What follows belongs to an exercise in optimizing a design on an open flow for small area and a short achievable clock period; a production flow would make more cautious choices.
Where RTL was checked, it was by simulation tests only, not by an equivalence proof against the original.
No activity file was given, so power comes from the tool's default toggle rates.

// node_rf_top
module node_rf_top (
    input  logic        clk,
    input  logic        rst,
    input  logic        init_start,
    input  logic [5:0]  init_src,
    output logic        init_busy,
    output logic        init_done,
    input  logic [23:0] rd_addr,
    output logic [27:0] rd_weight,
    output logic [19:0] rd_pred,
    input  logic [3:0]  wr_en,
    input  logic [23:0] wr_addr,
    input  logic [47:0] wr_data,
    input  logic        wr_relax,
    input  logic        mark_en,
    input  logic [5:0]  mark_addr,
    output logic [3:0]  rd_visited,
    output logic [3:0]  wr_ack,
    output logic        any_update
);
For scale: about 3900 cells after synthesis, ~180 I/O pins, ~25000 µm² of cells after synthesis.
==> module node_rf_wr_arbiter, before the edit <==
module node_rf_wr_arbiter #(
    parameter int NUM_WR = 4
) (
    input  logic [NUM_WR-1:0]         hit,     
    input  logic                      open,    
    input  logic [NUM_WR-1:0]         beat,    
    input  logic [NUM_WR*NUM_WR-1:0]  kill,    
    output logic [NUM_WR-1:0]         commit,
    output logic                      we       
);
    always_comb begin
        logic killed;
        we = 1'b0;
        for (int p = 0; p < NUM_WR; p++) begin
            killed = 1'b0;
            for (int q = 0; q < NUM_WR; q++)
                if (q != p) killed = killed | (hit[q] & kill[q*NUM_WR + p]);
            commit[p] = hit[p] & open & beat[p] & !killed;
            we = we | (hit[p] & beat[p]);
        end
        we = we & open;
    end
endmodule
==> flow/config.mk <==
export PLATFORM = sky130hd
export DESIGN_NAME = node_rf_top
export DESIGN_NICKNAME = node_rf_top
export VERILOG_FILES = /design/flow/design.v
export SDC_FILE = /design/flow/constraint.sdc
export NUM_CORES = 4
export LEC_CHECK = 0
export ABC_AREA = 1
export CAP_MARGIN = 20
export CELL_PAD_IN_SITES_DETAIL_PLACEMENT = 1
export CELL_PAD_IN_SITES_GLOBAL_PLACEMENT = 2
export CORE_MARGIN = 2
export CORE_UTILIZATION = 25
export GPL_ROUTABILITY_DRIVEN = 1
export PLACE_DENSITY = 0.35
export SLEW_MARGIN = 20
==> flow/constraint.sdc <==
create_clock -name core_clock -period 10.0 [get_ports {clk}]
set_input_delay 2.0000 -clock core_clock [delete_from_list [all_inputs] [get_ports {clk}]]
set_output_delay 2.0000 -clock core_clock [all_outputs]
set_load 0.01 [all_outputs]
standard.sh (not shown) runs the stock make flow with config.mk's settings and CLKGATE_MAP_FILE= SYNTH_SCRIPT=/design/flow/synth_recipe.tcl, a recipe that flattens the netlist after the stock synthesis.
==> flow/flow/run.sh <==
#!/bin/bash
# Standard layout (standard.sh) with changes passed as ORFS make variables:
#  - abc maps with flow/map.abc (area-oriented) instead of ORFS's abc_area.script;
#  - port buffers are buf_2 cells;
#  - repair_timing aims at a tighter setup target (SETUP_SLACK_MARGIN);
#  - any further variables listed in flow/settings.sh (EXTRA).
# The make run's full output goes to flow_make.log in this folder.
set -uo pipefail
HERE=$(pwd)
export FLOW_ABC_SCRIPT=$HERE/flow/map.abc
EXTRA=()
source $HERE/flow/settings.sh
bash standard.sh SYNTH_SCRIPT=$HERE/flow/synth.tcl \
  "BUFFER_PORTS_ARGS=-buffer_cell sky130_fd_sc_hd__buf_2" \
  SETUP_SLACK_MARGIN=$MARGIN "${EXTRA[@]}" finish > $HERE/flow_make.log 2>&1
==> flow/flow/abc_dont_use.txt <==
sky130_fd_sc_hd__nor4_1 sky130_fd_sc_hd__nor4_2 sky130_fd_sc_hd__nor4_4 sky130_fd_sc_hd__nor4b_1 sky130_fd_sc_hd__nor4b_2 sky130_fd_sc_hd__nor4b_4 sky130_fd_sc_hd__nor4bb_1 sky130_fd_sc_hd__nor4bb_2 sky130_fd_sc_hd__nor4bb_4 sky130_fd_sc_hd__a2111oi_0 sky130_fd_sc_hd__a2111oi_1 sky130_fd_sc_hd__a2111oi_2 sky130_fd_sc_hd__a2111oi_4 sky130_fd_sc_hd__o41ai_1 sky130_fd_sc_hd__o41ai_2 sky130_fd_sc_hd__o41ai_4 sky130_fd_sc_hd__a41oi_1 sky130_fd_sc_hd__a41oi_2 sky130_fd_sc_hd__a41oi_4
==> flow/flow/map.abc <==
strash
balance
dch
map -a
topo
stime -c
==> flow/flow/settings.sh <==
MARGIN=5.5
EXTRA=("CTS_ARGS=-sink_clustering_enable -repair_clock_nets -dont_use_dummy_load -buf_list sky130_fd_sc_hd__clkbuf_8 -root_buf sky130_fd_sc_hd__clkbuf_16 -sink_clustering_size 16 -sink_clustering_max_diameter 50")
==> flow/flow/synth.tcl <==
# Standard synthesis (synth_recipe.tcl) with one change: abc maps with flow/map.abc,
# leaving out any cells listed in flow/abc_dont_use.txt.
proc synth {args} { yosys synth -nofsm -noshare {*}$args }
proc abc {args} {
  set i [lsearch -exact $args -script]
  if { $i >= 0 } { set args [lreplace $args [expr {$i + 1}] [expr {$i + 1}] $::env(FLOW_ABC_SCRIPT)] }
  set f [file join [file dirname $::env(FLOW_ABC_SCRIPT)] abc_dont_use.txt]
  if { [file exists $f] } {
    set fh [open $f r]
    foreach c [split [string trim [read $fh]]] { if { $c ne "" } { lappend args -dont_use $c } }
    close $fh
  }
  yosys abc {*}$args
}
source $::env(SCRIPTS_DIR)/synth.tcl
# left out here: clear keep_hierarchy, flatten, clean up, hide names made inside functions, write 1_2_yosys.v
Change:
--- a/flow/design.v
+++ b/flow/design.v
@@ -9,18 +9,19 @@
     output logic                      we       
 );
     always_comb begin
         logic killed;
         we = 1'b0;
+        for (int p = 0; p < NUM_WR; p++)
+            we = we | (hit[p] & beat[p]);
+        we = we & open;
         for (int p = 0; p < NUM_WR; p++) begin
             killed = 1'b0;
             for (int q = 0; q < NUM_WR; q++)
                 if (q != p) killed = killed | (hit[q] & kill[q*NUM_WR + p]);
-            commit[p] = hit[p] & open & beat[p] & !killed;
-            we = we | (hit[p] & beat[p]);
-        end
-        we = we & open;
+            commit[p] = hit[p] & !killed & we;
+        end
     end
 endmodule
 module node_weight_rf #(
     parameter int NUM_NODES  = 16,
     parameter int ADDR_W     = 6,
The changed run completed with no timing, DRC or antenna violations.
Non-clock buffer count went up by 43.
Total power climbs by 2.1%.
Routed wire length went up by 3.8%.
Die area went down by 1.2%.
Flip-flop and latch count is unchanged.
Hold slack gains 0.0074 ns.
Clock-buffer cell count is higher by 5.
Critical path depth falls by 13.
Utilization went up by 1.1 points.
For the second run of this note, only the layout was checked, not whether the RTL still works.

what the ideal ports hide:
How much do the figures lean on ideal ports? The routed layouts below were timed once more, with nothing changed but the port constraints. Step 1 (the two cells are an assumption about what drives the block):
set clk [get_ports {clk}]
set_driving_cell -lib_cell sky130_fd_sc_hd__clkbuf_16 $clk
set_driving_cell -lib_cell sky130_fd_sc_hd__buf_2 [delete_from_list [all_inputs] $clk]
Step 2 adds t to the input delays and takes it off the output delays; t is the mean of the earliest and latest rising clock arrival at the registers after step 1. Input paths then give back, and output paths get back, about the clock's delay inside the block. Three values: ideal, step 1, step 2; two values: the first two.
run	t (ns)	slack for setup (ns)	worst setup path after step 2	clock arrival spread, ns	cell pins on the clock port's net
the first run	0.691	5.392 / 5.351 / 4.747	input to register	0.076 / 0.077	1
the second run	0.706	5.334 / 5.257 / 4.707	input to register	0.120 / 0.121	1
After both steps setup and hold are still met in every run listed. For the first run, which loses most, drivers alone change the setup slack by -0.041 ns; drivers and shift together by -0.645 ns.
